This design comes from an exercise in tuning for small area on the open sky130 flow, not from production work.
In this exercise RTL edits were held to simulation tests only and were not proved equivalent to the original.
The flow treats the clock pin as an ideal source, which a real chip does not have.
Power figures rest on the tool's default switching activity, not on a simulated workload.

==> flow/flow/run.sh <==
#!/bin/bash
# Layout: the standard flow (standard.sh, standard synthesis included) with
# three changes: the clock tree gets no dummy loads added for balancing, each
# port's buffer is the smallest buffer cell, and between clock tree synthesis
# and routing flow/recover.tcl downsizes cells on paths with timing slack.
# Each tool's output goes to a log of its own here: standard_cts.log (make up
# to the clock tree), recover.log (the resizing step), standard.log (make
# from routing to the end); ORFS keeps each step's log under orfs/logs/.
set -euo pipefail
export BUFFER_PORTS_ARGS="-buffer_cell sky130_fd_sc_hd__buf_1"
export CTS_ARGS="-sink_clustering_enable -repair_clock_nets -dont_use_dummy_load -sink_clustering_size 10 -sink_clustering_max_diameter 35 -buf_list sky130_fd_sc_hd__clkbuf_4"
bash standard.sh cts > standard_cts.log 2>&1
RESULTS=$PWD/orfs/results/sky130hd/game_of_life_20/base openroad -no_init -exit flow/recover.tcl > recover.log 2>&1
bash standard.sh > standard.log 2>&1
==> flow/flow/recover.tcl <==
# Between clock tree synthesis and routing: give back area on paths with
# timing slack (OpenROAD's power recovery downsizes cells there), then repair
# any max slew or capacitance violation that leaves and legalise placement.
set results $::env(RESULTS)
set platform $::env(FLOW_HOME)/platforms/sky130hd
read_db $results/4_cts.odb
read_liberty $platform/lib/sky130_fd_sc_hd__tt_025C_1v80.lib
read_sdc $results/4_cts.sdc
source $platform/setRC.tcl
set_dont_use [get_lib_cells {sky130_fd_sc_hd__probe_p_8 sky130_fd_sc_hd__probec_p_8 sky130_fd_sc_hd__lpflow_*}]
set_propagated_clock [all_clocks]
estimate_parasitics -placement
proc core_area {} {
  set a 0
  foreach inst [[ord::get_db_block] getInsts] {
    set m [$inst getMaster]
    if {[$m getType] eq "CORE"} { set a [expr {$a + [$m getWidth] * [$m getHeight]}] }
  }
  return [expr {$a / 1e6}]
}
puts "recover: before area [core_area] setup [worst_slack -max] hold [worst_slack -min]"
repair_timing -recover_power 100 -verbose
estimate_parasitics -placement
repair_design -slew_margin 20 -cap_margin 20 -verbose
estimate_parasitics -placement
puts "recover: after area [core_area] setup [worst_slack -max] hold [worst_slack -min]"
detailed_placement
check_placement -verbose
estimate_parasitics -placement
repair_timing -setup_margin 0 -hold_margin 0
puts "recover: final area [core_area] setup [worst_slack -max] hold [worst_slack -min]"
report_check_types -max_slew -max_capacitance -violators
write_db $results/4_cts.odb
==> flow/standard.sh <==
#!/bin/bash
# synth_recipe.tcl (not shown) runs the flow's synth.tcl, then flattens the netlist and writes it again
# the make line also repeats each setting of config.mk as NAME=value (left out here)
make -C /OpenROAD-flow-scripts/flow DESIGN_CONFIG=/design/flow/config.mk WORK_HOME=/design/flow/orfs CLKGATE_MAP_FILE= SYNTH_SCRIPT=/design/flow/synth_recipe.tcl "${@:-finish}"
==> flow/config.mk <==
export PLATFORM = sky130hd
export DESIGN_NAME = game_of_life_20
export DESIGN_NICKNAME = game_of_life_20
export VERILOG_FILES = /design/flow/design.v
export SDC_FILE = /design/flow/constraint.sdc
export NUM_CORES = 4
export LEC_CHECK = 0
export CAP_MARGIN = 20
export CORE_MARGIN = 2
export CORE_UTILIZATION = 75
export PLACE_DENSITY = 0.85
export SLEW_MARGIN = 20
export SYNTH_HIERARCHICAL = 1
export SYNTH_MINIMUM_KEEP_SIZE = 0
==> flow/constraint.sdc <==
create_clock -name core_clock -period 10.0 [get_ports {clk}]
set_input_delay 2.0000 -clock core_clock [delete_from_list [all_inputs] [get_ports {clk}]]
set_output_delay 2.0000 -clock core_clock [all_outputs]
set_load 0.01 [all_outputs]
==> flow/design.v <==
package gol_pkg;
  localparam int GRID_N_DEF = 20;
  localparam int H_VIS   = 640;
  localparam int H_FP    = 16;
  localparam int H_SYNC  = 96;
  localparam int H_BP    = 48;
  localparam int H_TOTAL = H_VIS + H_FP + H_SYNC + H_BP;
  localparam int V_VIS   = 480;
  localparam int V_FP    = 10;
  localparam int V_SYNC  = 2;
  localparam int V_BP    = 33;
  localparam int V_TOTAL = V_VIS + V_FP + V_SYNC + V_BP;
  localparam int CW = 10;
  localparam logic [CW-1:0] H_VIS_END  = CW'(H_VIS);
  localparam logic [CW-1:0] H_SYNC_BEG = CW'(H_VIS + H_FP);
  localparam logic [CW-1:0] H_SYNC_END = CW'(H_VIS + H_FP + H_SYNC);
  localparam logic [CW-1:0] H_LAST     = CW'(H_TOTAL - 1);
  localparam logic [CW-1:0] V_VIS_END  = CW'(V_VIS);
  localparam logic [CW-1:0] V_SYNC_BEG = CW'(V_VIS + V_FP);
  localparam logic [CW-1:0] V_SYNC_END = CW'(V_VIS + V_FP + V_SYNC);
  localparam logic [CW-1:0] V_LAST     = CW'(V_TOTAL - 1);
  localparam logic [CW-1:0] GRID_X0 = CW'(160);
  localparam logic [CW-1:0] GRID_Y0 = CW'(80);
  localparam logic [CW-1:0] GRID_X1 = CW'(480);
  localparam logic [CW-1:0] GRID_Y1 = CW'(400);
  typedef struct packed {
    logic [3:0] r;
    logic [3:0] g;
    logic [3:0] b;
  } rgb_t;
  localparam rgb_t RGB_LIVE = 12'hFFF;
  localparam rgb_t RGB_DEAD = 12'h002;
  localparam rgb_t RGB_OFF  = 12'h000;
  typedef logic [GRID_N_DEF-1:0][GRID_N_DEF-1:0] grid_t;
  localparam grid_t SEED_GRID = 400'h00000000000000000000000000000000000000000000000e0000000000000000000000000000000000000000070000400002;
endpackage
import gol_pkg::*;
module vga_timing (
  input  logic          i_clk,
  input  logic          i_rst,
  output logic [4:0]    o_hc,
  output logic [4:0]    o_vr,
  output logic          o_hsync,
  output logic          o_vsync,
  output logic          o_in_win
);
  localparam logic [CW-1:0] H_RST  = CW'(H_TOTAL - int'(GRID_X0));
  localparam logic [CW-1:0] H_WRAP = CW'(H_TOTAL - 1);
  localparam logic [CW-1:0] H_LINE = CW'(H_TOTAL - 1 - int'(GRID_X0));
  localparam logic [CW-1:0] HS_BEG = CW'(int'(H_SYNC_BEG) - int'(GRID_X0));
  localparam logic [CW-1:0] HS_END = CW'(int'(H_SYNC_END) - int'(GRID_X0));
  localparam logic [CW-1:0] H_WIN  = CW'(int'(GRID_X1) - int'(GRID_X0));
  localparam logic [CW-1:0] V_RST  = CW'(V_TOTAL - int'(GRID_Y0));
  localparam logic [CW-1:0] V_WRAP = CW'(V_TOTAL - 1);
  localparam logic [CW-1:0] VS_BEG = CW'(int'(V_SYNC_BEG) - int'(GRID_Y0));
  localparam logic [CW-1:0] VS_END = CW'(int'(V_SYNC_END) - int'(GRID_Y0));
  localparam logic [CW-1:0] V_WIN  = CW'(int'(GRID_Y1) - int'(GRID_Y0));
  logic          r_div;
  logic [CW-1:0] r_h, r_v;
  always_ff @(posedge i_clk) begin
    if (i_rst) begin
      r_div <= 1'b0;
      r_h   <= H_RST;
      r_v   <= V_RST;
    end else begin
      r_div <= !r_div;
      if (r_div) begin
        r_h <= (r_h == H_WRAP) ? '0 : r_h + 1'b1;
        if (r_h == H_LINE) r_v <= (r_v == V_WRAP) ? '0 : r_v + 1'b1;
      end
    end
  end
  assign o_hc     = r_h[8:4];
  assign o_vr     = r_v[8:4];
  assign o_hsync  = !((r_h >= HS_BEG) && (r_h < HS_END));
  assign o_vsync  = !((r_v >= VS_BEG) && (r_v < VS_END));
  assign o_in_win = (r_h < H_WIN) && (r_v < V_WIN);
endmodule
import gol_pkg::*;
module game_of_life_20 (
  input  logic       clk,
  input  logic       rst,
  input  logic       load,
  input  logic       wr_en,
  input  logic [4:0] wr_row,
  input  logic [19:0] wr_data,
  output logic       hsync_out,
  output logic       vsync_out,
  output logic [3:0] red,
  output logic [3:0] green,
  output logic [3:0] blue
);
  localparam int N = GRID_N_DEF;
  localparam logic [7:0] GEN_LAST = 8'h05;
  logic [N-1:0][N-1:0] r_a;         
  logic [N-1:1][N-1:0] r_bn;        
  logic [N-2:1]        r_ok;        
  logic [4:0]          r_lp;        
  logic [7:0]          r_gen;       
  logic [N-1:0]        r_rb, r_nb;  
  logic                w_clr, w_step, w_wr;
  logic [N-1:0]        w_up, w_mid, w_dn, w_next;
  logic [N-1:0]        w_wsel;
  logic [5:0]          w_tsum;
  logic [4:0]          w_tgt;
  assign w_clr  = rst || load;
  assign w_wr   = wr_en && (wr_row < 5'd20);
  assign w_step = !w_clr && !wr_en && (r_gen == GEN_LAST);
  assign w_mid = r_a[0];
  assign w_up  = (r_lp == 5'd0)  ? '0 : ~r_a[N-1];
  assign w_dn  = (r_lp == 5'd19) ? '0 : ~r_a[1];
  logic [N+1:0] w_cs, w_cc;
  assign w_cs[0] = 1'b0;  assign w_cc[0] = 1'b0;
  assign w_cs[N+1] = 1'b0;  assign w_cc[N+1] = 1'b0;
  for (genvar c = 0; c < N; c++) begin : g_csum
    gol_fa u_fa (.i_a(w_up[c]), .i_b(w_mid[c]), .i_c(w_dn[c]), .o_s(w_cs[c+1]), .o_co(w_cc[c+1]));
  end
  for (genvar c = 0; c < N; c++) begin : g_col
    logic h0, h1, a0, a1, b1, b2;
    gol_ha   u_ha   (.i_a(w_up[c]), .i_b(w_dn[c]), .o_s(h0), .o_co(h1));
    gol_fa   u_fa_s (.i_a(w_cs[c]), .i_b(w_cs[c+2]), .i_c(h0), .o_s(a0), .o_co(a1));
    gol_fa   u_fa_c (.i_a(w_cc[c]), .i_b(w_cc[c+2]), .i_c(h1), .o_s(b1), .o_co(b2));
    gol_rule u_rule (.i_a0(a0), .i_a1(a1), .i_b1(b1), .i_b2(b2), .i_mid(w_mid[c]), .o_next(w_next[c]));
  end
  assign w_tsum = 6'(wr_row) + 6'd19 - 6'(r_lp);
  assign w_tgt  = (w_tsum >= 6'd20) ? 5'(w_tsum - 6'd20) : 5'(w_tsum);
  for (genvar k = 0; k < N; k++) begin : g_wsel
    assign w_wsel[k] = w_wr && (w_tgt == 5'(k));
  end
  localparam logic [N*N-1:0] SEED_FLAT = SEED_GRID;
  logic [31:0][N-1:0] w_seed;
  for (genvar k = 0; k < 32; k++) begin : g_seed
    if (k < N) begin : g_row
      assign w_seed[k] = SEED_FLAT[k*N +: N];
    end else begin : g_none
      assign w_seed[k] = '0;
    end
  end
  logic [N-1:0][N-1:0] w_ad;
  for (genvar k = 0; k < N; k++) begin : g_ad
    assign w_ad[k] = rst ? '0 : load ? w_seed[k] : wr_data;
  end
  logic [N-1:0] w_sel;
  logic         w_fromb, w_sel0a, w_sel0b, w_sel19a, w_sel19b;
  for (genvar k = 0; k < N; k++) begin : g_sel
    assign w_sel[k] = w_clr || w_wsel[k];
  end
  assign w_fromb  = !r_ok[1] || w_step;
  assign w_sel0a  = !w_sel[0] && !w_fromb;
  assign w_sel0b  = !w_sel[0] && w_fromb;
  assign w_sel19a = !w_sel[N-1] && !w_step;
  assign w_sel19b = !w_sel[N-1] && w_step;
  gol_ring_row3 u_row0 (
    .i_clk(clk),
    .i_s0 (w_sel[0]),  .i_d0(~w_ad[0]),
    .i_s1 (w_sel0a),   .i_d1(r_a[1]),
    .i_s2 (w_sel0b),   .i_d2(r_bn[1]),
    .o_q  (r_a[0])
  );
  for (genvar k = 1; k < N - 1; k++) begin : g_ra
    gol_ring_row u_row (
      .i_clk(clk),
      .i_sel(w_sel[k]),
      .i_seln(!w_sel[k]),
      .i_d  ((k % 2 == 0) ? ~w_ad[k] : w_ad[k]),
      .i_sh (r_a[k+1]),
      .o_q  (r_a[k])
    );
  end
  gol_ring_row3 u_row19 (
    .i_clk(clk),
    .i_s0 (w_sel[N-1]), .i_d0(w_ad[N-1]),
    .i_s1 (w_sel19a),   .i_d1(r_a[0]),
    .i_s2 (w_sel19b),   .i_d2(w_next),
    .o_q  (r_a[N-1])
  );
  always_ff @(posedge clk) begin
    for (int k = 1; k < N - 1; k++) begin
      if (w_clr || w_wsel[k]) r_ok[k] <= 1'b1;
      else if (w_step)        r_ok[k] <= 1'b0;
      else if (k == N - 2)    r_ok[k] <= 1'b1;
      else                    r_ok[k] <= r_ok[k+1];
    end
    for (int k = 1; k < N - 1; k++) r_bn[k] <= r_bn[k+1];
    r_bn[N-1] <= ~w_next;
    if (w_clr)                  r_lp <= 5'd0;
    else if (r_lp == 5'd19)     r_lp <= 5'd0;
    else                        r_lp <= r_lp + 5'd1;
    if (w_clr || wr_en || w_step) r_gen <= '0;
    else                          r_gen <= {r_gen[6:0], !(r_gen[7] ^ r_gen[5] ^ r_gen[4] ^ r_gen[3])};
  end
  logic          w_hs, w_vs, w_in_win;
  logic [4:0]    w_vr, w_hc;
  vga_timing u_vga (
    .i_clk   (clk),
    .i_rst   (rst),
    .o_hc    (w_hc),
    .o_vr    (w_vr),
    .o_hsync (w_hs),
    .o_vsync (w_vs),
    .o_in_win(w_in_win)
  );
  always_ff @(posedge clk) begin
    if (r_lp == w_vr) r_nb <= w_next;
    if (load)                         r_rb <= w_seed[w_vr];
    else if (wr_en && wr_row == w_vr) r_rb <= wr_data;
    else if (w_step)                  r_rb <= r_nb;
    else if (r_lp == w_vr)            r_rb <= r_a[0];
  end
  logic r_live, r_win;
  always_ff @(posedge clk) begin
    if (rst) begin
      hsync_out <= 1'b1;
      vsync_out <= 1'b1;
      r_live    <= 1'b0;
      r_win     <= 1'b0;
    end else begin
      hsync_out <= w_hs;
      vsync_out <= w_vs;
      r_live    <= w_in_win && r_rb[w_hc];
      r_win     <= w_in_win;
    end
  end
  assign red   = {4{r_live}};
  assign green = {4{r_live}};
  assign blue  = {r_live, r_live, r_win, r_live};
endmodule
module gol_ring_row (
  input  logic        i_clk,
  input  logic        i_sel,
  input  logic        i_seln,
  input  logic [19:0] i_d,
  input  logic [19:0] i_sh,
  output logic [19:0] o_q
);
  always_ff @(posedge i_clk) o_q <= ~(({20{i_sel}} & i_d) | ({20{i_seln}} & i_sh));
endmodule
module gol_ring_row3 (
  input  logic        i_clk,
  input  logic        i_s0,
  input  logic [19:0] i_d0,
  input  logic        i_s1,
  input  logic [19:0] i_d1,
  input  logic        i_s2,
  input  logic [19:0] i_d2,
  output logic [19:0] o_q
);
  always_ff @(posedge i_clk)
    o_q <= ~(({20{i_s0}} & i_d0) | ({20{i_s1}} & i_d1) | ({20{i_s2}} & i_d2));
endmodule
module gol_fa (
  input  logic i_a,
  input  logic i_b,
  input  logic i_c,
  output logic o_s,
  output logic o_co
);
  assign o_s  = i_a ^ i_b ^ i_c;
  assign o_co = (i_a & i_b) | (i_a & i_c) | (i_b & i_c);
endmodule
module gol_ha (
  input  logic i_a,
  input  logic i_b,
  output logic o_s,
  output logic o_co
);
  assign o_s  = i_a ^ i_b;
  assign o_co = i_a & i_b;
endmodule
module gol_rule (
  input  logic i_a0,
  input  logic i_a1,
  input  logic i_b1,
  input  logic i_b2,
  input  logic i_mid,
  output logic o_next
);
  assign o_next = !i_b2 && (i_a1 != i_b1) && (i_a0 || i_mid);
endmodule
==> parameters.txt, run 1 <==
Parameter                              Value

Power
  Net Switching    1.81 mW
  Max IR drop VDD    0.000183 V
  Leak    11.2 nW
  Combinational share of power    0.118
  Clock network fraction of design power    0.216
  Switching fraction of total power    0.260
  Internal power contribution    5.17 mW
  Sequential fraction of design power    0.666
  Power Density    253 nW/µm²

Job
  Max-cap violations    0

Synth
  Post-synthesis cell type count    74
  Synthesized area divided by synthesized cell count    13.2 µm²
  Cell area after synthesis    26900 µm²
  Post-synth EDFFs    40
  Multiplexer share of the synthesized area    0.0106
  Synth Area in Adders    0.0634
  Number of instances in the synthesized netlist    2034
  Xor and xnor area share after synthesis    0.00780
  Most used flip-flop cell after synthesis    dfxtp_1
  Post-synth ARST share    0
  Total of warnings raised by yosys    10
  Synth Area in Compound Gates    0.160
  Area share of and/or/nand/nor cells after synthesis    0.0463
  Dominant combinational cell family by area after synthesis    compound AO/OA/AOI/OAI gates
  Fraction of the yosys area taken by sequential cells    0.666
  Post-synthesis sequential element count    876

Floorplan
  Core Rows    69
  Total core area    35500 µm²
  Initial Utilization    0.759
  Die area    37500 µm²
  Horizontal die dimension    194 µm
  DIE HEIGHT    194 µm
  IO Count    43

Detailed routing
  Routed vias    16700
  DRC violations left    0
  Total wirelength of the detailed-routed design    58.3 mm
  Number of design-rule violations left by the first detailed-router iteration    1737
  Number of vias per cell after detailed routing    6.55
  Number of antenna-violating nets in the routed design    0
  Number of search-and-repair iterations in the first detailed-routing pass    8
  Wirelength per Cell    22.9 µm

Timing
  Rel. slew slack    0.192
  Final critical delay including setup and external delays    6.09 ns
  Final Hold Fails    0
  RSZ-0062 raised after global routing    no
  Final cycle utilization of the critical path    0.609
  Fin worst setup slack    3.91 ns
  Slew at the pin closest to its max-slew limit    1.21 ns
  Achievable Freq    164 MHz
  Setup total negative slack    0 ns
  Final Setup Violations    0
  Max-slew violation count    0
  Final setup skew    0.0887 ns

Setup path
  Reg-to-Reg End    g_ra[15].u_row.o_q[1]
  Critical register-to-register path startpoint    r_lp[1]
  Required time of the critical path    10.70 ns
  Critical path start-end classification    in -> reg
  Setup slack of the most critical reg-to-reg path    4.74 ns
  Worst Reg-to-Reg Cells    13
  Endpoint kind of the worst setup timing path    flop
  Startpoint types    input pin
  Worst path arrival time    6.79 ns
  Largest driver fanout on the critical path    22

Placed design
  Detail Placement HPWL    39.0 mm
  Placer's final routability congestion estimate    0.918
  Placement-stage worst setup slack    3.19 ns
  Number of port buffers    42

Global routing
  Overall overflow remaining after global route    0
  Pin count of the biggest net entering global routing    42
  Number of antenna violations at the first check in global routing    2
  Total GRT Usage    0.313
  Global-route wire length before repair    91.8 mm
  Vias in the first global route    17200

Cells and area
  FF/Latch Area    17900 µm²
  P&R area growth vs syn    2.63%
  Fraction of layout instances using a drive strength above 1    0.0851
  Area occupied by multi-input gates    7700 µm²
  Final layout net count    2211
  Fill cell instance count of the final layout    2147
  Final core area utilization    0.779

Clock tree
  Clock tree from TritonCTS    done
  Max clock buf depth    3
  Register clock-pin slew on the reported worst setup and hold paths    0.10 ns
  Number of cells upsized or downsized after cts    0
  Root Buffer    clkbuf_4
  Maximum level of the CTS H-tree    3
  Number of clock sinks    876
  Post-CTS setup buffer count    0
  Post-CTS Hold Buffers    0
  TritonCTS buffer count    110
  Clock network latency to the later pin of the worst-skew pair    0.85 ns

Min path
  Worst min path class    reg -> reg
  Endpoint of the worst hold path    r_bn[14]
  Min-Delay Path Depth    0
  Hold path startpoint    r_bn[34]

Outcome
  Result of the run  no timing/DRC/antenna violations
## cells in the mapped netlist, types with 14 or more instances
library cell | n | area (µm²)
a211oi_1 | 21 | 158
a21o_1 | 16 | 120
a222oi_1 | 40 | 400
a22oi_1 | 344 | 2580
a22oi_2 | 18 | 225
a311oi_1 | 14 | 123
buf_2 | 46 | 230
buf_4 | 24 | 180
buf_6 | 42 | 473
clkbuf_1 | 21 | 78.8
dfxtp_1 | 836 | 16700
edfxtp_1 | 40 | 1200
fa_1 | 61 | 1220
ha_1 | 39 | 488
inv_1 | 75 | 282
nand2_1 | 77 | 289
nand3_1 | 25 | 125
nor2_1 | 78 | 293
o21ai_0 | 20 | 100
o22ai_1 | 23 | 144
## metrics by stage
step	area (µm²)	total power, mW	hold WS, ns	instances
after floorplan	27000	5.21	0.310	2037
after global placement	26900	5.47	0.310	2429
after detailed placement	26900	5.55	0.312	2429
after CTS	27800	7.03	0.295	2539
after global routing	27700	7.30	0.287	2545
final	27700	6.99	0.287	2545
## sequential cells by signal, indices dropped and copies added, names as in the netlist
name	count
g_ra.u_row.o_q	360
u_row0.o_q	20
r_live	1
hsync_out	1
r_win	1
r_ok	18
u_vga.r_v	10
r_nb	20
r_lp	5
u_row19.o_q	20
vsync_out	1
u_vga.r_div	1
r_gen	8
r_bn	380
r_rb	20
u_vga.r_h	10
## layout make-up
cell class,instances,area share
Antenna cell,4,0.000362
Clock buffer,110,0.0299
Inverter,76,0.0103
Multi-Input combinational cell,951,0.278
Sequential cell,876,0.649
Tap cell,461,0.0209
Timing Repair Buffer,67,0.0116
## logic make-up after synthesis
kind of cell,after synthesis
AOI/OAI and AO/OA,548
and+or+nand+nor,256
adders and majority gates,100
other,1
xor gates and xnor gates,24
DFF,876
buffers and inverters,210
muxes,19
## worst max-delay path, stage by stage
cell and delay, ns:
buf_1 0.10, ha_1 0.29, ha_1 0.22, fa_1 0.41, xnor2_1 0.44, ha_1 0.33, a21boi_0 0.26, o32a_1 0.39
mux2i_1 0.27, o31ai_2 0.23, clkbuf_1 0.83, inv_1 0.66, a22oi_1 0.35
## Yosys stat by module (local to each module, per instance)
module           area (µm²)  copies in the design  cells  flip-flops and latches
gol_ha                 12.5                    20      1                       0
game_of_life_20       12100                     1    893                     455
gol_fa                 20.0                    60      1                       0
vga_timing             1200                     1    137                      21
gol_ring_row            588                    18     44                      20
gol_rule               13.8                    20      2                       0
gol_ring_row3           646                     2     46                      20
## layer usage
layer / track usage / up-vias / wire length, µm
li1: - / 7388 / -
met1: 0.396 / 8136 / 22300
met3: 0.0689 / 210 / 5280
met2: 0.510 / 941 / 28000
met5: 0 / - / 0
met4: 0.160 / 0 / 2670
## layout by cell type (no fill, tap or decap), types with 5 or more instances in the layout
cell,instances
a22oi_1,346
buf_1,42
a21oi_1,12
a311oi_1,14
nor2_1,76
and3_1,9
mux4_2,5
ha_1,39
o22ai_1,23
a21o_1,16
dfxtp_1,836
mux2i_1,13
a22oi_2,16
nand3b_1,5
a211oi_1,21
fa_1,61
xnor2_1,11
o21ai_0,22
xor2_1,13
buf_4,8
nand2_1,77
nor3_1,12
edfxtp_1,40
nand3_1,24
and2_1,7
inv_1,75
clkbuf_2,13
clkbuf_4,110
o21bai_1,7
a222oi_1,40
## power groups by stage
| stage | clock network, mW | registers, mW | logic, mW |
|---|---|---|---|
| 5_1_grt | 1.68 | 4.72 | 0.903 |
| 3_3_place_gp | 0 | 4.70 | 0.770 |
| 2_1_floorplan | 0 | 4.57 | 0.636 |
| 4_1_cts | 1.55 | 4.66 | 0.824 |
| 6_report | 1.51 | 4.65 | 0.823 |
| 3_5_place_dp | 0 | 4.73 | 0.818 |
## how the worst max path moves through the flow
| stage | start | end | slack [ns] | cells after the start |
|---|---|---|---|---|
| global placement | wr_row[1] | u_row0.o_q[19] | 3.63 | 12 |
| floorplan | wr_row[1] | u_row0.o_q[18] | 4.80 | 13 |
| global route | wr_row[1] | g_ra[15].u_row.o_q[15] | 3.55 | 13 |
| detailed placement | wr_row[1] | u_row0.o_q[13] | 3.19 | 12 |
| CTS | wr_row[1] | u_row0.o_q[1] | 4.07 | 12 |
| finish | wr_row[1] | g_ra[15].u_row.o_q[1] | 3.91 | 13 |
==> run 2, diff against run 1 <==
--- a/flow/flow/recover.tcl
+++ b/flow/flow/recover.tcl
@@ -1,5 +1,8 @@
 # Between clock tree synthesis and routing: give back area on paths with
-# timing slack (OpenROAD's power recovery downsizes cells there), then repair
-# any max slew or capacitance violation that leaves and legalise placement.
+# timing slack (OpenROAD's power recovery downsizes cells there), then
+# downsize each remaining logic cell as far as its output slew (at most
+# 1 ns, against the library's 1.5 ns) and the setup slack (above 1 ns)
+# allow, then repair any max slew or capacitance violation that leaves and
+# legalise placement.
 set results $::env(RESULTS)
 set platform $::env(FLOW_HOME)/platforms/sky130hd
@@ -25,4 +28,42 @@
 estimate_parasitics -placement
 puts "recover: after area [core_area] setup [worst_slack -max] hold [worst_slack -min]"
+# Downsize logic cells (not registers or clock buffers) to the smallest size
+# that keeps the output pin's slew and load within 80% of the library limits
+# and the setup slack above 1 ns.
+proc out_ok {inst} {
+  foreach pin [get_pins -of_objects $inst -filter "direction==output"] {
+    foreach e {rise fall} {
+      set s [get_property $pin slew_max_$e]
+      if {$s > 1.0} { return 0 }
+    }
+  }
+  return 1
+}
+set ndown 0
+foreach inst [get_cells *] {
+  set ref [get_property $inst ref_name]
+  if {![regexp {^(sky130_fd_sc_hd__[a-z0-9]+)_([0-9]+)$} $ref -> base drive]} continue
+  if {$drive <= 1} continue
+  if {[regexp {df|dl|clkbuf|clkinv|conb|tap|fill|decap|diode} $base]} continue
+  set done 0
+  foreach d {0 1 2 4 6 8} {
+    if {$d >= $drive || $done} continue
+    set cand ${base}_$d
+    if {[llength [get_lib_cells -quiet $cand]] == 0} continue
+    if {[string match "*lpflow*" $cand] || [string match "*probe*" $cand]} continue
+    replace_cell $inst $cand
+    estimate_parasitics -placement
+    if {[out_ok $inst] && [worst_slack -max] > 1.0 && [sta::max_slew_violation_count] == 0 && [sta::max_capacitance_violation_count] == 0} {
+      set done 1; incr ndown
+    } else {
+      replace_cell $inst $ref
+      estimate_parasitics -placement
+    }
+  }
+}
+puts "down: resized $ndown, area [core_area] setup [worst_slack -max] hold [worst_slack -min]"
+repair_design -slew_margin 20 -cap_margin 20 -verbose
+estimate_parasitics -placement
+puts "recover: after downsizing area [core_area] setup [worst_slack -max] hold [worst_slack -min]"
 detailed_placement
 check_placement -verbose
==> run 2 against run 1 <==
Register-to-register slack got worse by 0.02 ns. Count of clock-buffer cells in the layout stayed put. Combinational power is 2% lower. Sequential power hardly changed. Clock skew fell by 0.00062 ns. Setup slack worse by 0.0072 ns. Synthesized cell count is the same. Via count shrank 0.64%. Cell area fell by 0.74%. Wire length about the same. Core utilization decreased by 0.57 points. Global-route usage is essentially flat. Largest cell class unchanged.
==> parameters.txt, run 2 <==
Parameter                              Value

Outcome
  Result of the run  no timing/DRC/antenna violations

Timing
  Final Setup Violations    0
  Final Hold Fails    0
  Achievable Freq    164 MHz
  Setup total negative slack    0 ns
  Slew at the pin closest to its max-slew limit    1.22 ns
  Final critical delay including setup and external delays    6.10 ns
  RSZ-0062 raised after global routing    no
  Rel. slew slack    0.188
  Final cycle utilization of the critical path    0.610
  Max-slew violation count    0
  Final setup skew    0.0881 ns

Power
  Leak    11.2 nW
  Sum of internal, switching and leakage power    6.97 mW
  Power Density    254 nW/µm²
  Max IR drop VDD    0.000183 V

Clock tree
  Post-CTS setup buffer count    0
  Root Buffer    clkbuf_4
  Clock network latency to the later pin of the worst-skew pair    0.85 ns
  Register clock-pin slew on the reported worst setup and hold paths    0.10 ns
  Post-CTS Hold Buffers    0
  TritonCTS buffer count    110
  Maximum level of the CTS H-tree    3
  Max clock buf depth    3
  Clock tree from TritonCTS    done
  Number of clock sinks    876
  Number of cells upsized or downsized after cts    0

Setup path
  Setup slack of the most critical reg-to-reg path    4.72 ns
  Largest driver fanout on the critical path    20
  Worst Reg-to-Reg Cells    13
  Reg-to-Reg End    g_ra[1].u_row.o_q[12]
  Critical path start-end classification    in -> reg
  Critical register-to-register path startpoint    r_lp[1]
  Worst path arrival time    6.82 ns
  Endpoint kind of the worst setup timing path    flop
  Startpoint types    input pin
  Required time of the critical path    10.73 ns
  Worst Setup SP    wr_row[1]

Floorplan
  Horizontal die dimension    194 µm
  IO Count    43
  Total core area    35500 µm²
  Initial Utilization    0.759
  DIE HEIGHT    194 µm
  Core Rows    69
  Die area    37500 µm²

Synth
  Largest area contributor in the synthesized netlist    dfxtp_1
  Number of instances in the synthesized netlist    2034
  Post-synthesis cell type count    74
  Synthesized area divided by synthesized cell count    13.2 µm²
  Xor and xnor area share after synthesis    0.00780
  Post-synthesis sequential element count    876
  Cell area after synthesis    26900 µm²
  Main area contributors after synthesis    dfxtp_1, a22oi_1, fa_1
  Total of warnings raised by yosys    10
  Synth Area in Compound Gates    0.160
  Fraction of the yosys area taken by sequential cells    0.666
  Multiplexer share of the synthesized area    0.0106
  Post-synth EDFFs    40
  Post-synth ARST share    0
  Dominant combinational cell family by area after synthesis    compound AO/OA/AOI/OAI gates
  Proportion of netlist area held by the largest area contributor    0.621
  Area share of and/or/nand/nor cells after synthesis    0.0463
  Most used flip-flop cell after synthesis    dfxtp_1
  Leading cell type by number of instances after synthesis    dfxtp_1
  Synth Area in Adders    0.0634
  Leading cell types by count after synthesis    dfxtp_1, a22oi_1, nor2_1

Min path
  Endpoint of the worst hold path    r_bn[20]
  Min-Delay Path Depth    0
  Hold path startpoint    r_bn[40]
  Worst min path class    reg -> reg

Cells and area
  Area of all placed cells without fillers    27500 µm²
  Leading registers by flop count    r_bn: 380 flops, g_ra.u_row.o_q: 360 flops
  Fill cell instance count of the final layout    2178
  Number of standard cells in the final layout excluding fillers    2544
  P&R area growth vs syn    1.88%
  Max reg flops    380
  Area occupied by multi-input gates    7550 µm²
  Commonest cells after routing, fill and taps aside    dfxtp_1, a22oi_1, clkbuf_4
  Fraction of layout instances using a drive strength above 1    0.0630
  Most common cell after layout, fill and taps aside    dfxtp_1
  Final layout net count    2211
  Top reg by flops    r_bn
  Final core area utilization    0.774
  FF/Latch Area    17900 µm²

Placed design
  Placer's final routability congestion estimate    0.918
  Number of port buffers    42
  Detail Placement HPWL    39.0 mm
  Cells after DPL    2429
  Cell area after placement    26900 µm²

Detailed routing
  Top Layer Used    met4
  Number of vias per cell after detailed routing    6.51
  Metal1 wirelength    22.6 mm
  Routed vias    16600
  Routed wire length on met2    28.2 mm
  Number of search-and-repair iterations in the first detailed-routing pass    10
  Total wirelength of the detailed-routed design    58.3 mm
  Number of design-rule violations left by the first detailed-router iteration    1928
  Met3 WL    5.00 mm
  Wirelength per Cell    22.9 µm
  DRC violations left    0
  Number of antenna-violating nets in the routed design    0

Global routing
  Pin count of the biggest net entering global routing    42
  Number of antenna violations at the first check in global routing    2
  Overall overflow remaining after global route    0
  Global-route wire length before repair    91.7 mm
  Total GRT Usage    0.313
  Vias in the first global route    17100

Job
  Max-cap violations    0
## run 2: cell counts after synthesis
Identical to the previous run, type by type.
## run 2: metrics by stage
stage | setup WS, ns | hold WS, ns
4_1_cts | 4.07 | 0.295
6_report | 3.90 | 0.290
3_5_place_dp | 3.19 | 0.312
2_1_floorplan | 4.80 | 0.310
5_1_grt | 3.64 | 0.287
3_3_place_gp | 3.63 | 0.310
## run 2: where the power goes
part | switching [mW] | internal [mW] | total (mW) | leakage [nW]
Combinational | 0.508 | 0.302 | 0.809 | 3.31
Clock | 1.00 | 0.503 | 1.51 | 0.506
Sequential | 0.293 | 4.36 | 4.65 | 7.35
## run 2: critical path, stage by stage
cell      delay [ns]
buf_1           0.10
ha_1            0.29
ha_1            0.23
fa_1            0.41
xnor2_1         0.44
ha_1            0.32
a21boi_0        0.26
o32a_1          0.39
mux2_1          0.41
a21oi_1         0.39
buf_1           0.66
inv_1           0.56
a22oi_1         0.35
## run 2: final cells by class
class	instances	share of cell area
Antenna cell	3	0.000273
Clock buffer	110	0.0301
Inverter	76	0.0104
Multi-Input combinational cell	951	0.275
Sequential cell	876	0.653
Tap cell	461	0.0210
Timing Repair Buffer	67	0.00998
## run 2: cells by family (layout without fill, tap and decap cells)
family,count (synthesis),count (layout)
flops,876,876
compound gates,548,548
simple gates,256,256
buf+inv,210,253
fa+ha+maj,100,100
xor+xnor,24,24
mux,19,19
other cells,1,7
## run 2: per-module statistics from Yosys, one instance, submodules excluded
module	cells	area (µm²)	times used	flip-flops and latches
game_of_life_20	893	12100	1	455
gol_fa	1	20.0	60	0
gol_ha	1	12.5	20	0
gol_ring_row	44	588	18	20
gol_ring_row3	46	646	2	20
gol_rule	2	13.8	20	0
vga_timing	137	1200	1	21
## run 2: how the worst max path moves through the flow
stage	end	slack, ns	cells after the start
global placement	u_row0.o_q[19]	3.63	12
floorplan	u_row0.o_q[18]	4.80	13
global route	g_ra[15].u_row.o_q[15]	3.64	13
detailed placement	u_row0.o_q[13]	3.19	12
CTS	u_row0.o_q[1]	4.07	12
finish	g_ra[1].u_row.o_q[12]	3.90	13
## run 2: per-layer routing
metal	GRT usage	vias up
li1	-	7392
met1	0.396	8126
met2	0.508	859
met3	0.0697	191
met4	0.161	0
met5	0	-
==> run 3, diff against run 2 <==
--- a/flow/flow/run.sh
+++ b/flow/flow/run.sh
@@ -3,5 +3,5 @@
 # three changes: the clock tree gets no dummy loads added for balancing, each
 # port's buffer is the smallest buffer cell, and between clock tree synthesis
-# and routing flow/recover.tcl downsizes cells on paths with timing slack.
+# and routing flow/recover.tcl downsizes cells where timing and slew allow.
 # Each tool's output goes to a log of its own here: standard_cts.log (make up
 # to the clock tree), recover.log (the resizing step), standard.log (make
--- a/flow/flow/recover.tcl
+++ b/flow/flow/recover.tcl
@@ -29,6 +29,6 @@
 puts "recover: after area [core_area] setup [worst_slack -max] hold [worst_slack -min]"
 # Downsize logic cells (not registers or clock buffers) to the smallest size
-# that keeps the output pin's slew and load within 80% of the library limits
-# and the setup slack above 1 ns.
+# that keeps the output pin's slew at most 1 ns, no slew or capacitance
+# violation anywhere, and the setup slack above 1 ns.
 proc out_ok {inst} {
   foreach pin [get_pins -of_objects $inst -filter "direction==output"] {
==> run 3 against run 2 <==
Wire length unchanged. Global-route usage unchanged. Core utilization unchanged. Sequential power about the same. Critical path type unchanged.
==> parameters.txt, run 3 <==
Parameter                              Value

Clock tree
  TritonCTS buffer count    110
  Max clock buf depth    3
  Number of cells upsized or downsized after cts    0
  Root Buffer    clkbuf_4
  Number of clock sinks    876
  Post-CTS setup buffer count    0
  Maximum level of the CTS H-tree    3
  Clock network latency to the later pin of the worst-skew pair    0.85 ns
  Clock tree from TritonCTS    done
  Post-CTS Hold Buffers    0
  Register clock-pin slew on the reported worst setup and hold paths    0.10 ns

Setup path
  Required time of the critical path    10.73 ns
  Reg-to-Reg End    g_ra[1].u_row.o_q[12]
  Critical path start-end classification    in -> reg
  Critical register-to-register path startpoint    r_lp[1]
  Worst path arrival time    6.82 ns
  Endpoint kind of the worst setup timing path    flop
  Setup slack of the most critical reg-to-reg path    4.72 ns
  Startpoint types    input pin
  Largest driver fanout on the critical path    20
  Worst Reg-to-Reg Cells    13

Timing
  Rel. slew slack    0.188
  Achievable Freq    164 MHz
  RSZ-0062 raised after global routing    no
  Final critical delay including setup and external delays    6.10 ns
  Setup total negative slack    0 ns
  Final setup skew    0.0881 ns
  Final Setup Violations    0
  Final cycle utilization of the critical path    0.610
  Final Hold Fails    0
  Slew at the pin closest to its max-slew limit    1.22 ns
  Final hold slack    0.290 ns
  Max-slew violation count    0

Synth
  Xor and xnor area share after synthesis    0.00780
  Leading cell types by count after synthesis    dfxtp_1, a22oi_1, nor2_1
  Post-synth ARST share    0
  Fraction of the yosys area taken by sequential cells    0.666
  Total of warnings raised by yosys    10
  Synthesized area divided by synthesized cell count    13.2 µm²
  Dominant combinational cell family by area after synthesis    compound AO/OA/AOI/OAI gates
  Area share of and/or/nand/nor cells after synthesis    0.0463
  Main area contributors after synthesis    dfxtp_1, a22oi_1, fa_1
  Most used flip-flop cell after synthesis    dfxtp_1
  Number of instances in the synthesized netlist    2034
  Post-synth EDFFs    40
  Proportion of netlist area held by the largest area contributor    0.621
  Synth Area in Adders    0.0634
  Post-synthesis sequential element count    876
  Synth Area in Compound Gates    0.160
  Largest area contributor in the synthesized netlist    dfxtp_1
  Leading cell type by number of instances after synthesis    dfxtp_1
  Post-synthesis cell type count    74
  Cell area after synthesis    26900 µm²
  Multiplexer share of the synthesized area    0.0106

Job
  Max-cap violations    0

Floorplan
  DIE HEIGHT    194 µm
  Initial Utilization    0.759
  Total core area    35500 µm²
  Horizontal die dimension    194 µm
  IO Count    43
  Die area    37500 µm²
  Core Rows    69

Cells and area
  Leading registers by flop count    r_bn: 380 flops, g_ra.u_row.o_q: 360 flops
  P&R area growth vs syn    1.88%
  FF/Latch Area    17900 µm²
  Area occupied by multi-input gates    7550 µm²
  Number of standard cells in the final layout excluding fillers    2544
  Most common cell after layout, fill and taps aside    dfxtp_1
  Max reg flops    380
  Final core area utilization    0.774
  Fraction of layout instances using a drive strength above 1    0.0630
  Final layout net count    2211
  Fill cell instance count of the final layout    2178
  Commonest cells after routing, fill and taps aside    dfxtp_1, a22oi_1, clkbuf_4
  Top reg by flops    r_bn

Power
  Power Density    254 nW/µm²
  Leak    11.2 nW
  Max IR drop VDD    0.000183 V

Placed design
  Number of port buffers    42
  Cells after DPL    2429
  Detail Placement HPWL    39.0 mm
  Placer's final routability congestion estimate    0.918

Detailed routing
  Number of vias per cell after detailed routing    6.51
  DRC violations left    0
  Number of antenna-violating nets in the routed design    0
  Total wirelength of the detailed-routed design    58.3 mm
  Number of design-rule violations left by the first detailed-router iteration    1928
  Number of search-and-repair iterations in the first detailed-routing pass    10
  Wirelength per Cell    22.9 µm
  Routed vias    16600

Global routing
  Vias in the first global route    17100
  Global-route wire length before repair    91.7 mm
  Pin count of the biggest net entering global routing    42
  Total GRT Usage    0.313
  Overall overflow remaining after global route    0
  Number of antenna violations at the first check in global routing    2

Outcome
  Result of the run  no timing/DRC/antenna violations

Min path
  Endpoint of the worst hold path    r_bn[20]
  Min-Delay Path Depth    0
  Hold path startpoint    r_bn[40]
  Worst min path class    reg -> reg
[run 3: cell counts in the layout (fill, tap and decap cells not counted)]
Identical to the previous run, type by type.
[run 3: modules after synthesis (local to each module, per instance)]
module           copies in the design  flip-flops and latches  area [µm²]
gol_rule                           20                       0        13.8
gol_ring_row3                       2                      20         646
gol_ha                             20                       0        12.5
gol_fa                             60                       0        20.0
game_of_life_20                     1                     455       12100
vga_timing                          1                      21        1200
gol_ring_row                       18                      20         588
[run 3: where the power goes]
part | internal [mW] | total [mW] | switching [mW]
clock network | 0.503 | 1.51 | 1.00
logic | 0.302 | 0.809 | 0.508
registers | 4.36 | 4.65 | 0.293
[run 3: logic make-up after synthesis]
| family | after synthesis |
|---|---|
| AO/OA/AOI/OAI | 548 |
| XOR/XNOR | 24 |
| adder cells (fa/ha/maj) | 100 |
| buffers and inverters | 210 |
| flip-flops | 876 |
| multiplexers | 19 |
| other | 1 |
| AND/OR/NAND/NOR | 256 |
[run 3: metal layers]
metal / share of wire / track usage / wire length [µm] / vias up
met5: 0 / 0 / 0 / -
met1: 0.39 / 0.396 / 22600 / 8126
li1: - / - / - / 7392
met4: 0.043 / 0.161 / 2510 / 0
met2: 0.48 / 0.508 / 28200 / 859
met3: 0.086 / 0.0697 / 5000 / 191
[run 3: how the worst max path moves through the flow]
stage / from / slack, ns / cells past startpoint / to
final: wr_row[1] / 3.90 / 13 / g_ra[1].u_row.o_q[12]
after global routing: wr_row[1] / 3.64 / 13 / g_ra[15].u_row.o_q[15]
after CTS: wr_row[1] / 4.07 / 12 / u_row0.o_q[1]
after detailed placement: wr_row[1] / 3.19 / 12 / u_row0.o_q[13]
after global placement: wr_row[1] / 3.63 / 12 / u_row0.o_q[19]
after floorplan: wr_row[1] / 4.80 / 13 / u_row0.o_q[18]
[run 3: metrics by stage]
| step | total power [mW] | worst slack (ns) | area [µm²] |
|---|---|---|---|
| finish | 6.97 | 3.90 | 27500 |
| global route | 7.29 | 3.64 | 27500 |
| CTS | 7.03 | 4.07 | 27800 |
| detailed placement | 5.55 | 3.19 | 26900 |
| global placement | 5.47 | 3.63 | 26900 |
| floorplan | 5.21 | 4.80 | 27000 |
[run 3: final cells by class]
cell class	count	share of cell area
diodes	3	0.000273
flip-flops and latches	876	0.653
multi-input cells	951	0.275
repair buffers	67	0.00998
well taps	461	0.0210
inverters	76	0.0104
clock buffers	110	0.0301
[run 3: worst max-delay path: stages]
cell	delay [ns]
buf_1	0.10
ha_1	0.29
ha_1	0.23
fa_1	0.41
xnor2_1	0.44
ha_1	0.32
a21boi_0	0.26
o32a_1	0.39
mux2_1	0.41
a21oi_1	0.39
buf_1	0.66
inv_1	0.56
a22oi_1	0.35
==> run 4, diff against run 3 <==
--- a/flow/flow/recover.tcl
+++ b/flow/flow/recover.tcl
@@ -3,5 +3,6 @@
 # downsize each remaining logic cell as far as its output slew (at most
 # 1 ns, against the library's 1.5 ns) and the setup slack (above 1 ns)
-# allow, then repair any max slew or capacitance violation that leaves and
+# allow, and each clock buffer as far as the clock slew at the flip-flops
+# allows; then repair any max slew or capacitance violation that leaves and
 # legalise placement.
 set results $::env(RESULTS)
@@ -63,4 +64,31 @@
 }
 puts "down: resized $ndown, area [core_area] setup [worst_slack -max] hold [worst_slack -min]"
+proc clk_pin_slew_max {} {
+  set mx 0
+  foreach pin [all_registers -clock_pins -edge_triggered] {
+    foreach e {rise fall} { foreach a {min max} {
+      set s [get_property $pin slew_${a}_$e]
+      if {$s > $mx} { set mx $s }
+    } }
+  }
+  return $mx
+}
+set lim 0.110
+set nclk 0
+puts "clkdown: start clock pin slew [clk_pin_slew_max]"
+foreach inst [get_cells -filter "ref_name=~sky130_fd_sc_hd__clkbuf_*"] {
+  set ref [get_property $inst ref_name]
+  set smaller [dict get {sky130_fd_sc_hd__clkbuf_16 sky130_fd_sc_hd__clkbuf_8 sky130_fd_sc_hd__clkbuf_8 sky130_fd_sc_hd__clkbuf_4 sky130_fd_sc_hd__clkbuf_4 sky130_fd_sc_hd__clkbuf_2 sky130_fd_sc_hd__clkbuf_2 sky130_fd_sc_hd__clkbuf_1 sky130_fd_sc_hd__clkbuf_1 none} $ref]
+  if {$smaller eq "none"} continue
+  replace_cell $inst $smaller
+  estimate_parasitics -placement
+  if {[clk_pin_slew_max] <= $lim && [worst_slack -min] > 0.05 && [sta::max_slew_violation_count] == 0} {
+    incr nclk
+  } else {
+    replace_cell $inst $ref
+    estimate_parasitics -placement
+  }
+}
+puts "clkdown: resized $nclk, clock pin slew [clk_pin_slew_max], area [core_area] setup [worst_slack -max] hold [worst_slack -min]"
 repair_design -slew_margin 20 -cap_margin 20 -verbose
 estimate_parasitics -placement
==> run 4 against run 3 <==
Wire length increased by 0.48%. Die area unchanged. Cell area about the same. Fmax increased by 4.2%. Register-to-register slack improved by 0.03 ns.
==> parameters.txt, run 4 <==
Parameter                              Value

Power
  Internal power contribution    5.12 mW
  Combinational share of power    0.117
  Power Density    253 nW/µm²
  Max IR drop VDD    0.000174 V
  Net Switching    1.81 mW
  Sum of internal, switching and leakage power    6.93 mW
  Clock network fraction of design power    0.211
  Sequential fraction of design power    0.672
  Switching fraction of total power    0.261
  Leak    11.2 nW

Cells and area
  Final layout net count    2215
  Area of all placed cells without fillers    27400 µm²
  P&R area growth vs syn    1.82%
  Number of standard cells in the final layout excluding fillers    2548
  Fraction of layout instances using a drive strength above 1    0.0624
  Max reg flops    380
  Final core area utilization    0.773
  Most common cell after layout, fill and taps aside    dfxtp_1
  Leading registers by flop count    r_bn: 380 flops, g_ra.u_row.o_q: 360 flops
  Commonest cells after routing, fill and taps aside    dfxtp_1, a22oi_1, clkbuf_4
  Top reg by flops    r_bn

Floorplan
  IO Count    43
  Core Rows    69
  Total core area    35500 µm²
  Die area    37500 µm²
  DIE HEIGHT    194 µm
  Initial Utilization    0.759
  Horizontal die dimension    194 µm

Synth
  Cell area after synthesis    26900 µm²
  Multiplexer share of the synthesized area    0.0106
  Xor and xnor area share after synthesis    0.00780
  Post-synth EDFFs    40
  Post-synth ARST share    0
  Post-synthesis cell type count    74
  Synth Area in Adders    0.0634
  Largest area contributor in the synthesized netlist    dfxtp_1
  Fraction of the yosys area taken by sequential cells    0.666
  Dominant combinational cell family by area after synthesis    compound AO/OA/AOI/OAI gates
  Leading cell types by count after synthesis    dfxtp_1, a22oi_1, nor2_1
  Main area contributors after synthesis    dfxtp_1, a22oi_1, fa_1
  Synthesized area divided by synthesized cell count    13.2 µm²
  Number of instances in the synthesized netlist    2034
  Leading cell type by number of instances after synthesis    dfxtp_1
  Proportion of netlist area held by the largest area contributor    0.621
  Synth Area in Compound Gates    0.160
  Area share of and/or/nand/nor cells after synthesis    0.0463
  Total of warnings raised by yosys    10
  Post-synthesis sequential element count    876
  Most used flip-flop cell after synthesis    dfxtp_1

Timing
  Slew at the pin closest to its max-slew limit    1.20 ns
  Achievable Freq    171 MHz
  Rel. slew slack    0.202
  Final Setup Violations    0
  Max-slew violation count    0
  Setup total negative slack    0 ns
  Fin worst setup slack    4.15 ns
  Final critical delay including setup and external delays    5.85 ns
  Final setup skew    0.133 ns
  Final Hold Fails    0
  Final cycle utilization of the critical path    0.585
  RSZ-0062 raised after global routing    no
  Final hold slack    0.260 ns

Clock tree
  Maximum level of the CTS H-tree    3
  Root Buffer    clkbuf_4
  Clock network latency to the later pin of the worst-skew pair    1.10 ns
  Number of clock sinks    876
  Post-CTS Hold Buffers    0
  Number of cells upsized or downsized after cts    0
  Register clock-pin slew on the reported worst setup and hold paths    0.10 ns
  Post-CTS setup buffer count    0
  Clock tree from TritonCTS    done
  TritonCTS buffer count    110
  Max clock buf depth    3

Global routing
  Overall overflow remaining after global route    0
  Number of antenna violations at the first check in global routing    2
  Total GRT Usage    0.314
  Vias in the first global route    17200
  Pin count of the biggest net entering global routing    42
  Global-route wire length before repair    92.2 mm

Placed design
  Number of port buffers    42
  Cell area after placement    26900 µm²
  Cells after DPL    2429
  Placer's final routability congestion estimate    0.918
  Detail Placement HPWL    39.0 mm
  Placement-stage worst setup slack    3.19 ns

Job
  Max-cap violations    0

Setup path
  Required time of the critical path    10.89 ns
  Critical register-to-register path startpoint    r_lp[1]
  Endpoint kind of the worst setup timing path    flop
  Reg-to-Reg End    u_row0.o_q[8]
  Worst path arrival time    6.75 ns
  Worst Reg-to-Reg Cells    13
  Setup slack of the most critical reg-to-reg path    4.75 ns
  Largest driver fanout on the critical path    22
  Critical path start-end classification    in -> reg
  Startpoint types    input pin

Min path
  Hold path startpoint    r_bn[34]
  Endpoint of the worst hold path    r_bn[14]
  Worst min path class    reg -> reg
  Min-Delay Path Depth    0

Detailed routing
  Number of search-and-repair iterations in the first detailed-routing pass    11
  DRC violations left    0
  Number of vias per cell after detailed routing    6.52
  Total wirelength of the detailed-routed design    58.6 mm
  Number of antenna-violating nets in the routed design    0
  Routed vias    16600
  Number of design-rule violations left by the first detailed-router iteration    1720
  Wirelength per Cell    23.0 µm

Outcome
  Result of the run  no timing/DRC/antenna violations
-- run 4: cell counts after synthesis --
No cell type changed its count.
-- run 4: per-module statistics from Yosys (local to each module, per instance), excerpt --
| module | cells | flops+latches |
|---|---|---|
| game_of_life_20 | 893 | 455 |
| vga_timing | 137 | 21 |
| gol_ring_row3 | 46 | 20 |
| gol_fa | 1 | 0 |
| gol_rule | 2 | 0 |
| gol_ha | 1 | 0 |
-- run 4: how the worst max path moves through the flow --
stage | from | to | slack [ns] | cells past startpoint
after floorplan | wr_row[1] | u_row0.o_q[18] | 4.80 | 13
after global placement | wr_row[1] | u_row0.o_q[19] | 3.63 | 12
after detailed placement | wr_row[1] | u_row0.o_q[13] | 3.19 | 12
after CTS | wr_row[1] | u_row0.o_q[1] | 4.07 | 12
after global routing | wr_row[1] | g_ra[15].u_row.o_q[15] | 3.90 | 13
final | wr_row[1] | u_row0.o_q[8] | 4.15 | 13
-- run 4: metal layers --
layer / vias up / track usage / routed length (µm)
li1: 7400 / - / -
met1: 8126 / 0.395 / 22800
met2: 874 / 0.512 / 28200
met3: 207 / 0.0711 / 4990
met4: 0 / 0.165 / 2650
met5: - / 0 / 0
-- run 4: logic make-up (layout without fill, tap and decap cells) --
logic type      Yosys count  in the layout
simple gates            256            256
flops                   876            876
xor+xnor                 24             24
other cells               1              7
fa+ha+maj               100            100
buf+inv                 210            257
mux                      19             19
compound gates          548            548
-- run 4: cell type report --
type / count / area (µm²)
flip-flops and latches: 876 / 17900
inverters: 76 / 285
fillers: 2183 / 8050
clock buffers: 110 / 771
multi-input cells: 951 / 7550
repair buffers: 71 / 313
diodes: 3 / 7.51
well taps: 461 / 577
-- run 4: critical path, stage by stage --
cell      delay, ns
buf_1          0.10
ha_1           0.29
ha_1           0.23
fa_1           0.41
xnor2_1        0.44
ha_1           0.32
a21boi_0       0.26
o32a_1         0.39
mux2_1         0.41
a21oi_2        0.77
a21oi_1        0.30
buf_1          0.42
a222oi_1       0.40
-- run 4: power by group through the flow --
stage | Combinational [mW] | Sequential (mW) | Clock [mW]
floorplan | 0.636 | 4.57 | 0
global placement | 0.770 | 4.70 | 0
detailed placement | 0.818 | 4.73 | 0
CTS | 0.824 | 4.66 | 1.55
global route | 0.895 | 4.72 | 1.64
finish | 0.812 | 4.65 | 1.46
==> run 5, diff against run 4 <==
--- a/flow/design.v
+++ b/flow/design.v
@@ -39,6 +39,7 @@
   input  logic          i_clk,
   input  logic          i_rst,
-  output logic [4:0]    o_hc,
   output logic [4:0]    o_vr,
+  output logic [4:0]    o_col_n,
+  output logic          o_adv,
   output logic          o_hsync,
   output logic          o_vsync,
@@ -58,18 +59,18 @@
   logic          r_div;
   logic [CW-1:0] r_h, r_v;
+  logic [CW-1:0] w_h_n;
+  assign w_h_n = i_rst ? H_RST : !r_div ? r_h : (r_h == H_WRAP) ? '0 : r_h + 1'b1;
   always_ff @(posedge i_clk) begin
+    r_h <= w_h_n;
     if (i_rst) begin
       r_div <= 1'b0;
-      r_h   <= H_RST;
       r_v   <= V_RST;
     end else begin
       r_div <= !r_div;
-      if (r_div) begin
-        r_h <= (r_h == H_WRAP) ? '0 : r_h + 1'b1;
-        if (r_h == H_LINE) r_v <= (r_v == V_WRAP) ? '0 : r_v + 1'b1;
-      end
+      if (r_div && r_h == H_LINE) r_v <= (r_v == V_WRAP) ? '0 : r_v + 1'b1;
     end
   end
-  assign o_hc     = r_h[8:4];
+  assign o_col_n  = (w_h_n < H_WIN) ? w_h_n[8:4] : 5'd0;
+  assign o_adv    = !i_rst && r_div && (r_h[3:0] == 4'hF) && (r_h < H_WIN);
   assign o_vr     = r_v[8:4];
   assign o_hsync  = !((r_h >= HS_BEG) && (r_h < HS_END));
@@ -98,5 +99,4 @@
   logic [4:0]          r_lp;        
   logic [7:0]          r_gen;       
-  logic [N-1:0]        r_rb, r_nb;  
   logic                w_clr, w_step, w_wr;
   logic [N-1:0]        w_up, w_mid, w_dn, w_next;
@@ -190,21 +190,58 @@
     else                          r_gen <= {r_gen[6:0], !(r_gen[7] ^ r_gen[5] ^ r_gen[4] ^ r_gen[3])};
   end
-  logic          w_hs, w_vs, w_in_win;
-  logic [4:0]    w_vr, w_hc;
+  logic          w_hs, w_vs, w_in_win, w_adv;
+  logic [4:0]    w_vr, w_col_n;
   vga_timing u_vga (
     .i_clk   (clk),
     .i_rst   (rst),
-    .o_hc    (w_hc),
     .o_vr    (w_vr),
+    .o_col_n (w_col_n),
+    .o_adv   (w_adv),
     .o_hsync (w_hs),
     .o_vsync (w_vs),
     .o_in_win(w_in_win)
   );
+  logic [N-1:0] w_oh, w_oh1;
+  logic         w_a0_0, w_a0_1, w_nx_0, w_nx_1, w_wd_0, w_wd_1, w_sd_0, w_sd_1;
+  logic         r_c0, r_c1, r_n0, r_n1, w_pass, w_wrhit;
+  for (genvar i = 0; i < N; i++) begin : g_oh
+    assign w_oh[i] = (w_col_n == 5'(i));
+  end
+  assign w_oh1 = {w_oh[N-2:0], 1'b0};
+  gol_sel20 u_a0_0 (.i_oh(w_oh),  .i_d(r_a[0]),  .o_y(w_a0_0));
+  gol_sel20 u_a0_1 (.i_oh(w_oh1), .i_d(r_a[0]),  .o_y(w_a0_1));
+  gol_sel20 u_nx_0 (.i_oh(w_oh),  .i_d(w_next),  .o_y(w_nx_0));
+  gol_sel20 u_nx_1 (.i_oh(w_oh1), .i_d(w_next),  .o_y(w_nx_1));
+  gol_sel20 u_wd_0 (.i_oh(w_oh),  .i_d(wr_data), .o_y(w_wd_0));
+  gol_sel20 u_wd_1 (.i_oh(w_oh1), .i_d(wr_data), .o_y(w_wd_1));
+  assign w_sd_0 = |(w_oh  & w_seed[w_vr]);
+  assign w_sd_1 = |(w_oh1 & w_seed[w_vr]);
+  assign w_pass  = (r_lp == w_vr);
+  assign w_wrhit = wr_en && wr_row == w_vr;
   always_ff @(posedge clk) begin
-    if (r_lp == w_vr) r_nb <= w_next;
-    if (load)                         r_rb <= w_seed[w_vr];
-    else if (wr_en && wr_row == w_vr) r_rb <= wr_data;
-    else if (w_step)                  r_rb <= r_nb;
-    else if (r_lp == w_vr)            r_rb <= r_a[0];
+    if (load) begin
+      r_c0 <= w_sd_0;
+      r_c1 <= w_sd_1;
+    end else if (w_wrhit) begin
+      r_c0 <= w_wd_0;
+      r_c1 <= w_wd_1;
+    end else if (w_step && w_pass) begin
+      r_c0 <= w_nx_0;
+      r_c1 <= w_nx_1;
+    end else if (w_step) begin
+      r_c0 <= w_adv ? r_n1 : r_n0;
+      r_c1 <= r_n1;
+    end else if (w_pass) begin
+      r_c0 <= w_a0_0;
+      r_c1 <= w_a0_1;
+    end else if (w_adv) begin
+      r_c0 <= r_c1;
+    end
+    if (w_pass) begin
+      r_n0 <= w_nx_0;
+      r_n1 <= w_nx_1;
+    end else if (w_adv) begin
+      r_n0 <= r_n1;
+    end
   end
   logic r_live, r_win;
@@ -218,5 +255,5 @@
       hsync_out <= w_hs;
       vsync_out <= w_vs;
-      r_live    <= w_in_win && r_rb[w_hc];
+      r_live    <= w_in_win && r_c0;
       r_win     <= w_in_win;
     end
@@ -249,4 +286,30 @@
     o_q <= ~(({20{i_s0}} & i_d0) | ({20{i_s1}} & i_d1) | ({20{i_s2}} & i_d2));
 endmodule
+module gol_sel20 (
+  input  logic [19:0] i_oh,
+  input  logic [19:0] i_d,
+  output logic        o_y
+);
+  logic [6:0] w_g;
+  for (genvar g = 0; g < 6; g++) begin : g_aoi
+    gol_aoi222 u_aoi (.i_a(i_oh[3*g +: 3]), .i_b(i_d[3*g +: 3]), .o_y(w_g[g]));
+  end
+  gol_aoi22 u_aoi (.i_a(i_oh[19:18]), .i_b(i_d[19:18]), .o_y(w_g[6]));
+  assign o_y = !(&w_g[3:0]) || !(&w_g[6:4]);
+endmodule
+module gol_aoi222 (
+  input  logic [2:0] i_a,
+  input  logic [2:0] i_b,
+  output logic       o_y
+);
+  assign o_y = !(|(i_a & i_b));
+endmodule
+module gol_aoi22 (
+  input  logic [1:0] i_a,
+  input  logic [1:0] i_b,
+  output logic       o_y
+);
+  assign o_y = !(|(i_a & i_b));
+endmodule
 module gol_fa (
   input  logic i_a,
--- a/flow/flow/recover.tcl
+++ b/flow/flow/recover.tcl
@@ -3,6 +3,5 @@
 # downsize each remaining logic cell as far as its output slew (at most
 # 1 ns, against the library's 1.5 ns) and the setup slack (above 1 ns)
-# allow, and each clock buffer as far as the clock slew at the flip-flops
-# allows; then repair any max slew or capacitance violation that leaves and
+# allow, then repair any max slew or capacitance violation that leaves and
 # legalise placement.
 set results $::env(RESULTS)
@@ -64,31 +63,4 @@
 }
 puts "down: resized $ndown, area [core_area] setup [worst_slack -max] hold [worst_slack -min]"
-proc clk_pin_slew_max {} {
-  set mx 0
-  foreach pin [all_registers -clock_pins -edge_triggered] {
-    foreach e {rise fall} { foreach a {min max} {
-      set s [get_property $pin slew_${a}_$e]
-      if {$s > $mx} { set mx $s }
-    } }
-  }
-  return $mx
-}
-set lim 0.110
-set nclk 0
-puts "clkdown: start clock pin slew [clk_pin_slew_max]"
-foreach inst [get_cells -filter "ref_name=~sky130_fd_sc_hd__clkbuf_*"] {
-  set ref [get_property $inst ref_name]
-  set smaller [dict get {sky130_fd_sc_hd__clkbuf_16 sky130_fd_sc_hd__clkbuf_8 sky130_fd_sc_hd__clkbuf_8 sky130_fd_sc_hd__clkbuf_4 sky130_fd_sc_hd__clkbuf_4 sky130_fd_sc_hd__clkbuf_2 sky130_fd_sc_hd__clkbuf_2 sky130_fd_sc_hd__clkbuf_1 sky130_fd_sc_hd__clkbuf_1 none} $ref]
-  if {$smaller eq "none"} continue
-  replace_cell $inst $smaller
-  estimate_parasitics -placement
-  if {[clk_pin_slew_max] <= $lim && [worst_slack -min] > 0.05 && [sta::max_slew_violation_count] == 0} {
-    incr nclk
-  } else {
-    replace_cell $inst $ref
-    estimate_parasitics -placement
-  }
-}
-puts "clkdown: resized $nclk, clock pin slew [clk_pin_slew_max], area [core_area] setup [worst_slack -max] hold [worst_slack -min]"
 repair_design -slew_margin 20 -cap_margin 20 -verbose
 estimate_parasitics -placement
==> run 5 against run 4 <==
Still clean on timing, DRC and antenna. Synthesized cell count decreased by 0.59%. Final cell count decreased by 0.35%. Combinational power decreased by about 40%. Critical endpoint is now g_ra[8].u_row.o_q[13]. Largest cell class unchanged.
==> parameters.txt, run 5 <==
Parameter                              Value

Global routing
  Vias in the first global route    16700
  Total GRT Usage    0.321
  Number of antenna violations at the first check in global routing    4
  Pin count of the biggest net entering global routing    37
  Overall overflow remaining after global route    0
  Global-route wire length before repair    90.5 mm

Timing
  Final Hold Fails    0
  RSZ-0062 raised after global routing    no
  Rel. slew slack    0.262
  Final critical delay including setup and external delays    6.46 ns
  Slew at the pin closest to its max-slew limit    1.11 ns
  Max-slew violation count    0
  Setup total negative slack    0 ns
  Achievable Freq    155 MHz
  Final Setup Violations    0
  Final cycle utilization of the critical path    0.646
  Final setup skew    0.0791 ns

Floorplan
  Horizontal die dimension    191 µm
  Total core area    34500 µm²
  IO Count    43
  Die area    36400 µm²
  DIE HEIGHT    191 µm
  Initial Utilization    0.759
  Core Rows    68

Min path
  Worst min path class    reg -> reg
  Hold path startpoint    r_bn[200]

Cells and area
  Leading registers by flop count    r_bn: 380 flops, g_ra.u_row.o_q: 360 flops
  Fraction of layout instances using a drive strength above 1    0.0538
  Max reg flops    380
  Final layout net count    2212
  Most common cell after layout, fill and taps aside    dfxtp_1
  Final core area utilization    0.773
  P&R area growth vs syn    1.91%
  Commonest cells after routing, fill and taps aside    dfxtp_1, a22oi_1, clkbuf_4
  Top reg by flops    r_bn

Clock tree
  Root Buffer    clkbuf_4
  Post-CTS setup buffer count    0
  TritonCTS buffer count    104
  Clock network latency to the later pin of the worst-skew pair    0.82 ns
  Clock tree from TritonCTS    done
  Max clock buf depth    3
  Register clock-pin slew on the reported worst setup and hold paths    0.11 ns
  Maximum level of the CTS H-tree    3
  Number of clock sinks    840
  Post-CTS Hold Buffers    0
  Number of cells upsized or downsized after cts    0

Synth
  Synthesized area divided by synthesized cell count    12.9 µm²
  Proportion of netlist area held by the largest area contributor    0.641
  Leading cell types by count after synthesis    dfxtp_1, a22oi_1, nor2_1
  Main area contributors after synthesis    dfxtp_1, a22oi_1, fa_1
  Total of warnings raised by yosys    10
  Number of instances in the synthesized netlist    2022
  Fraction of the yosys area taken by sequential cells    0.645
  Post-synth ARST share    0
  Post-synthesis cell type count    68
  Post-synthesis sequential element count    840
  Largest area contributor in the synthesized netlist    dfxtp_1
  Most used flip-flop cell after synthesis    dfxtp_1
  Leading cell type by number of instances after synthesis    dfxtp_1
  Cell area after synthesis    26100 µm²
  Post-synth EDFFs    3

Power
  Power Density    228 nW/µm²
  Leak    10.7 nW
  Max IR drop VDD    0.000218 V

Placed design
  Number of port buffers    42
  Detail Placement HPWL    40.7 mm
  Placer's final routability congestion estimate    0.863

Setup path
  Worst path arrival time    7.17 ns
  Largest driver fanout on the critical path    22
  Worst Setup SP    wr_row[1]
  Startpoint types    input pin
  Critical path start-end classification    in -> reg
  Critical register-to-register path startpoint    r_lp[1]
  Required time of the critical path    10.71 ns
  Endpoint kind of the worst setup timing path    flop

Detailed routing
  Number of vias per cell after detailed routing    6.45
  Number of antenna-violating nets in the routed design    0
  Total wirelength of the detailed-routed design    57.2 mm
  DRC violations left    0
  Number of search-and-repair iterations in the first detailed-routing pass    10
  Number of design-rule violations left by the first detailed-router iteration    1899
  Wirelength per Cell    22.5 µm
  Routed vias    16400

Outcome
  Result of the run  no timing/DRC/antenna violations

Job
  Max-cap violations    0
==> run 5: cell types whose count changed in the layout (fill, tap and decap cells not counted), sizes merged, moves of 6 or more <==
cell and delta:
mux2i -9, a222oi +36, o31ai +12, a311oi -14, o21ai -14, nand4 +9
nor2 +17, nand2 -29, edfxtp -37, and4 +6, nand3 -11, nand2b +13
==> run 5: worst max-delay path: stages <==
cell and delay [ns]:
buf_1 0.10, ha_1 0.30, ha_1 0.24, fa_1 0.41, xor2_1 0.37, inv_1 0.14, ha_1 0.24, a21boi_0 0.16
o32ai_1 0.66, mux2_1 0.45, o31ai_1 0.22, clkbuf_1 0.84, inv_1 0.66, a22oi_1 0.34
==> run 5: logic make-up (layout without fill, tap and decap cells) <==
group | after synthesis | count (layout) | synth area share
other | 1 | 11 | 0.000143
XOR/XNOR | 28 | 28 | 0.00938
adder cells (fa/ha/maj) | 101 | 101 | 0.0659
multiplexers | 9 | 9 | 0.00369
buffers and inverters | 202 | 254 | 0.0462
flip-flops | 840 | 840 | 0.645
AO/OA/AOI/OAI | 574 | 574 | 0.179
AND/OR/NAND/NOR | 267 | 267 | 0.0515
==> run 5: worst paths after layout <==
check                     endpoint  slack [ns]  depth (start not counted)
min reg2reg              r_bn[180]        0.28                          0
min                      r_bn[180]        0.28                          0
max reg2reg  g_ra[8].u_row.o_q[13]        4.44                         14
max          g_ra[8].u_row.o_q[13]        3.54                         14
==> run 5: report_power, final <==
part / internal [mW] / total, mW / switching [mW]
sequential: 3.94 / 4.13 / 0.191
clock: 0.477 / 1.44 / 0.965
combinational: 0.172 / 0.489 / 0.316
==> run 5: final cells by class <==
cell class,instances,area (µm²)
flip-flops and latches,840,16800
multi-input cells,986,7860
clock buffers,104,781
fillers,2108,7820
well taps,455,569
repair buffers,75,292
inverters,75,282
diodes,4,10.0
==> run 5: Yosys stat by module (local to each module, per instance) <==
module,flops+latches,area [µm²],copies in the design,cells inside
game_of_life_20,419,10700,1,807
vga_timing,21,1280,1,157
gol_ring_row3,20,646,2,46
gol_ring_row,20,588,18,44
gol_fa,0,20.0,60,1
gol_sel20,0,15.0,6,2
gol_rule,0,13.8,20,2
gol_aoi22,0,12.5,6,1
gol_ha,0,12.5,20,1
gol_aoi222,0,10.0,36,1
==> run 5: stage by stage <==
| step | setup WS, ns | hold slack [ns] | total power, mW | std cells | cell area [µm²] |
|---|---|---|---|---|---|
| finish | 3.54 | 0.282 | 6.06 | 2539 | 26600 |
| global route | 3.26 | 0.269 | 6.31 | 2539 | 26600 |
| CTS | 4.72 | 0.281 | 6.11 | 2535 | 27000 |
| detailed placement | 3.87 | 0.312 | 4.71 | 2431 | 26200 |
| global placement | 4.09 | 0.310 | 4.63 | 2430 | 26200 |
| floorplan | 4.82 | 0.310 | 4.48 | 2028 | 26200 |
==> run 5: metal layers <==
metal | wire (µm) | track usage | share of wire
met3 | 4340 | 0.0646 | 0.076
met5 | 0 | 0 | 0
met2 | 27200 | 0.527 | 0.48
met1 | 23500 | 0.414 | 0.41
met4 | 2190 | 0.143 | 0.038

what the ideal ports hide:
In the flow no input, the clock included, has a driving cell. The finished layouts below were timed again as built, in two steps. Step 1 (the two cells are an assumption about what drives the block):
set clk [get_ports {clk}]
set_driving_cell -lib_cell sky130_fd_sc_hd__clkbuf_16 $clk
set_driving_cell -lib_cell sky130_fd_sc_hd__buf_2 [delete_from_list [all_inputs] $clk]
Step 2 moves the port delays by t, midway between the first and last clock arrival at a register: inputs arrive t later, outputs are due t later. That takes back most of the time a late clock gives input paths. a / b / c = ideal / step 1 / step 2; a / b = the first two.
| run | shift t [ns] | slack for setup (ns) | worst hold slack (ns) |
|---|---|---|---|
| run 1 | 0.855 | 3.912 / 3.944 / 3.089 | 0.287 / 0.287 / 0.287 |
| run 2 | 0.857 | 3.904 / 3.935 / 3.079 | 0.290 / 0.290 / 0.290 |
| run 3 | 0.857 | 3.904 / 3.935 / 3.079 | 0.290 / 0.290 / 0.290 |
| run 4 | 1.074 | 4.148 / 4.177 / 3.104 | 0.260 / 0.260 / 0.260 |
| run 5 | 0.831 | 3.542 / 3.565 / 2.735 | 0.282 / 0.282 / 0.282 |
After both steps every run listed still meets setup and hold. The setup slack of run 4, which loses most, moves by +0.029 ns with the drivers and by -1.044 ns with both steps.
